Background: an optimization exercise with open tools, aiming at small area, a short achievable clock period and few clock cycles per item. Do not read the settings as production practice.
In this exercise RTL edits were held to simulation tests only and were not proved equivalent to the original.

==> flow/design.v (outline; a module is shown in full before it is edited, if it fits) <==
// module pid_filtered_derivative_deadband_top: 4876 lines
// module pfdd_fa: 11 lines
// module pfdd_ha: 10 lines
// module pfdd_hai: 10 lines
module pid_filtered_derivative_deadband_top
(
    input  logic                     i_clk,
    input  logic                     i_rst_n,
    input  logic                     i_cfg_we,
    input  logic [CFG_ADDR_W-1:0]    i_cfg_addr,
    input  logic [CFG_DATA_W-1:0]    i_cfg_wdata,
    input  logic                     s_axis_tvalid,
    output logic                     s_axis_tready,
    input  logic [2*DATA_WIDTH-1:0]  s_axis_tdata,    
    input  logic                     s_axis_tuser,    
    output logic                     m_axis_tvalid,
    input  logic                     m_axis_tready,
    output logic [DATA_WIDTH-1:0]    m_axis_tdata,    
    output logic                     m_axis_tuser     
);
  // ...
==> flow/run.sh <==
#!/bin/bash
# synth_recipe.tcl (not shown) runs the flow's synth.tcl, then flattens the netlist and writes it again
# the make line also repeats each setting of config.mk as NAME=value (left out here)
make -C /OpenROAD-flow-scripts/flow DESIGN_CONFIG=/design/flow/config.mk WORK_HOME=/design/flow/orfs CLKGATE_MAP_FILE= SYNTH_SCRIPT=/design/flow/synth_recipe.tcl finish
==> flow/config.mk <==
export PLATFORM = sky130hd
export DESIGN_NAME = pid_filtered_derivative_deadband_top
export DESIGN_NICKNAME = pid_filtered_derivative_deadband_top
export VERILOG_FILES = /design/flow/design.v
export SDC_FILE = /design/flow/constraint.sdc
export NUM_CORES = 4
export LEC_CHECK = 0
export CAP_MARGIN = 20
export CORE_MARGIN = 2
export CORE_UTILIZATION = 55
export PLACE_DENSITY = 0.68
export SETUP_SLACK_MARGIN = 3.8
export SLEW_MARGIN = 20
export SYNTH_HIERARCHICAL = 1
==> flow/constraint.sdc <==
create_clock -name core_clock -period 10.0 [get_ports {i_clk}]
set_input_delay 2.0000 -clock core_clock [delete_from_list [all_inputs] [get_ports {i_clk}]]
set_output_delay 2.0000 -clock core_clock [all_outputs]
set_load 0.01 [all_outputs]
==> notes.md, run 1 <==
worst slack, placed=2280 ps; FF+latch area=11560 um^2; Highest Signal Layer=met5; Detail Placement HPWL=162700 um; diode count=2; vias per cell=6.341; Routed Antenna Nets=0; hold buffers post-CTS=0; Setup WS post-layout=3539 ps; met3 routed WL=24760 um; Repair and plain buffers=434; WP buf/inv=5; worst-case hold path end point=r_db_c$_DFFE_PN_; status=finished clean; worst slew pin tran=1253 ps; Clk pin slew, worst setup/hold paths=60 ps; Hold Path Stages=0; CP Depth=21; global-route met2 utilization=0.5443; highest clock rate=154.8 MHz; Reg-to-Reg End=r_dl[28]$_DFFE_PN_; unrepaired setup endpoints after global routing=true; DRC Markers=0
Testbench counts, summed over its fixed seeds: cycles 1,640, items 1,600.
==> run 2, diff against run 1 <==
--- a/flow/config.mk
+++ b/flow/config.mk
@@ -11,3 +11,3 @@
 export PLACE_DENSITY = 0.68
-export SETUP_SLACK_MARGIN = 3.8
+export SETUP_SLACK_MARGIN = 4.1
 export SLEW_MARGIN = 20
==> run 2 against run 1 <==
  * Still clean on timing, DRC and antenna
  * Routed wire length fell by 2.2%
  * Largest cell class unchanged
  * Global-route usage fell by 1.1 points
  * Worst setup slack improved by 12 ps
  * Cell count rose by 0.50%
  * First-iteration DRC count fell by 0.47%
==> notes.md, run 2 <==
max_cap viols=0 (unchanged); Routed Antenna Nets=0 (unchanged); HP Class=register to register (unchanged); commonest non-fill, non-tap cell in the layout=xnor2_1 (unchanged); met1 GRT Util=0.4567 (was 0.4638); Synth warnings=13 (unchanged); global-route met2 utilization=0.5327 (was 0.5443); Post-Syn Area=67500 um^2 (unchanged); unrepaired setup endpoints after global routing=true (unchanged); Clk pin slew, worst setup/hold paths=60 ps (about the same); grt ovf=0 (unchanged); CTS buffer count=52 (was 54); DRC Markers=0 (unchanged); initial core utilization=0.5546 (unchanged); # port buffers=75 (unchanged); IO Pins=76 (unchanged); Sink Count=444 (unchanged); status=finished clean (unchanged); CTS Root Cell=clkbuf_16 (unchanged); CP startpoint=r_out_lim[7]$_SDFFE_PN1P_ (was r_out_lim[1]$_SDFFE_PN1P_); Total GRT Usage=0.3415 (was 0.3520); min-delay src=r_db_l$_DFFE_PN_ (unchanged); Slew Viols, Final=0 (unchanged); CTS H-tree depth=2 (unchanged); worst skew pair latency=690 ps (was 700 ps); die area=125600 um^2 (unchanged); Vias=57650 (was 57460); hold slack=436.1 ps (was 433.6 ps); initial drt markers=6200 (was 6229); CTS max path bufs=3 (unchanged); Setup CP Type=register to primary output (unchanged); Fillers=10030 (was 10270); CTS tree=done (unchanged); most used cell, CP=or3_4; first-pass GRT wire length=335700 um (was 342000 um); Hold Vio Cnt, Final=0 (unchanged); # setup viols final=0 (unchanged); reg-to-reg critical path startpoint=r_dl[6]$_DFFE_PN_ (was r_raw_b[0]$_SDFFCE_PP0P_); Placer Congestion=0.9582 (was 0.9799); worst-path cell chain=inv_1 > nand4_1 > nand2b_1 > or3_4 > or3_4 > xnor2_2 > ha_1 > and3_1 > nand3_1 > a21oi_1 > o21ai_1 > a211o_1 > a41oi_4 > buf_12 > buf_8 > mux2i_1 > o2bb2ai_1 > buf_2 (was inv_4 > nand3_4 > nor3_4 > nand2b_4 > or3_4 > or3_4 > xnor2_2 > ha_1 > o21ai_1 > nand2b_1 > a21oi_2 > nand2b_1 > o21ai_2 > a211o_1 > a41oi_4 > buf_6 > buf_6 > buf_16 > or2_4 > a21oi_2 > buf_2); CP Launch Type=register (unchanged); fin area=76740 um^2 (was 75550 um^2); GRT busiest layer=met2 (unchanged); setup TNS=0 ps (unchanged); core area=121700 um^2 (unchanged); Critical Path RT=8000 ps (about the same); Total Wirelength=219300 um (was 224200 um); Avg WL per Cell=24.08 um (was 24.74 um); Top reg by flops=r_dl (unchanged); fin nets=8818 (was 8770); max_slew headroom=0.1506 (was 0.1587); commonest cells after routing, fill and taps aside=889 x xnor2_1, 780 x inv_1, 767 x fa_1, 590 x a22oi_1, 481 x ha_1 (was 896 x xnor2_1, 779 x inv_1, 776 x fa_1, 641 x a22oi_1, 492 x ha_1); min Tclk post-route=6448 ps (was 6461 ps); share of layout cells above drive strength 1=0.1287 (was 0.1103); worst slew pin tran=1263 ps (was 1253 ps); 1st-pass router iterations=7 (was 8); clk_skew=69.43 ps (was 48.24 ps); vias per cell=6.331 (was 6.341); crit end category=primary output (unchanged); Detail Placement HPWL=157800 um (was 162700 um); met3 usage=0.07388 (was 0.08314); Tcrit/Tclk final=0.6448 (was 0.6461); largest net degree at the start of global routing=84 (was 80); std cell rows=128 (unchanged); initial antenna violation count=4 (was 6); die width=354.3 um (unchanged); syn avg cell area=9.213 um^2 (unchanged); vias in the first global route=57220 (was 57030); Post-Synthesis Cells=7327 (unchanged); Die Y=354.3 um (unchanged); hold buffers post-CTS=0 (unchanged); Slowest-stage cell, CP=or3_4 (unchanged); highest clock rate=155.1 MHz (was 154.8 MHz); Arr. time, crit path=4450 ps (was 4460 ps); max FFs per register=35 (unchanged); CP Max Fanout=6 (was 8); Placed Area=69790 um^2 (was 69640 um^2); max incr delay on CP=400 ps (was 390 ps); synth-to-layout area growth=13.69% (was 11.92%)
run 2: metal layers:
metal | vias up | wire (um)
li1 | 25360 | -
met1 | 28320 | 87000
met2 | 3250 | 97900
met3 | 720 | 22660
met4 | 10 | 11410
met5 | - | 324
run 2: layout make-up:
type / instances / area (um^2) / area share
clock buffer: 68 / 1444 / 0.01881
multi-input combinational: 5632 / 53280 / 0.6942
clock inverter: 30 / 311.5 / 0.004060
antenna: 1 / 2.502 / 0.00003261
tap: 1625 / 2033 / 0.02649
timing repair buffer: 484 / 4898 / 0.06383
sequential: 444 / 11600 / 0.1511
inverter: 823 / 3179 / 0.04143
run 2: through the flow:
stage	util	cells	setup WS, ps
after CTS	0.6160	9034	3417
after floorplan	-	7425	3956
after detailed placement	0.5734	8730	2803
final	0.6305	9107	3552
after global routing	0.6305	9107	3349
after global placement	0.5733	8729	2849
run 2: path summary, 6_finish.rpt:
path / to / slack, ps / cells after the start
worst max-delay path: m_axis_tdata[11] / 3550 / 18
worst min-delay path: r_db_c$_DFFE_PN_ / 440 / 0
worst max register to register: r_dl[28]$_DFFE_PN_ / 3730 / 22
worst min register to register: r_db_c$_DFFE_PN_ / 440 / 0
run 2: worst max-delay path, delay by kind of cell, from the launching register on:
family                   cells  cell delay, ps
AO/OA/AOI/OAI                5             920
flip-flops                   1             360
XOR/XNOR                     1             150
multiplexers                 1             180
adder cells (fa/ha/maj)      1             300
AND/OR/NAND/NOR              6            1310
buffers and inverters        4             580
run 2: repair_timing:
action | in CTS | in global routing
pin swaps | 180 | 184
endpoints found under the setup margin | 107 | 91
gates cloned | 7 | 2
gates resized for setup | 444 | 269
buffers inserted | 199 | 69

## static timing again, ports no longer ideal
In the flow no input, the clock included, has a driving cell. The finished layouts below were timed again as built, in two steps. Step 1 (the two cells are an assumption about what drives the block):
set clk [get_ports {i_clk}]
set_driving_cell -lib_cell sky130_fd_sc_hd__clkbuf_16 $clk
set_driving_cell -lib_cell sky130_fd_sc_hd__buf_2 [delete_from_list [all_inputs] $clk]
Step 2 also shifts input and output timing later by t, the mid clock arrival at the registers, as if the neighbouring blocks saw the same clock. Slacks: ideal ports / drivers / drivers and shift; pairs: ideal ports / drivers.
run	shift t [ns]	slack for setup (ns)	worst data-port slew with drivers (ns)	pins driven straight from the clock port
run 1	0.742	3.539 / 3.468 / 3.451	0.13	1
run 2	0.724	3.552 / 3.482 / 3.705	0.15	1
After both steps setup and hold are still met in every run listed. The setup slack of run 1, which loses most, moves by -0.071 ns with the drivers and by -0.088 ns with both steps.
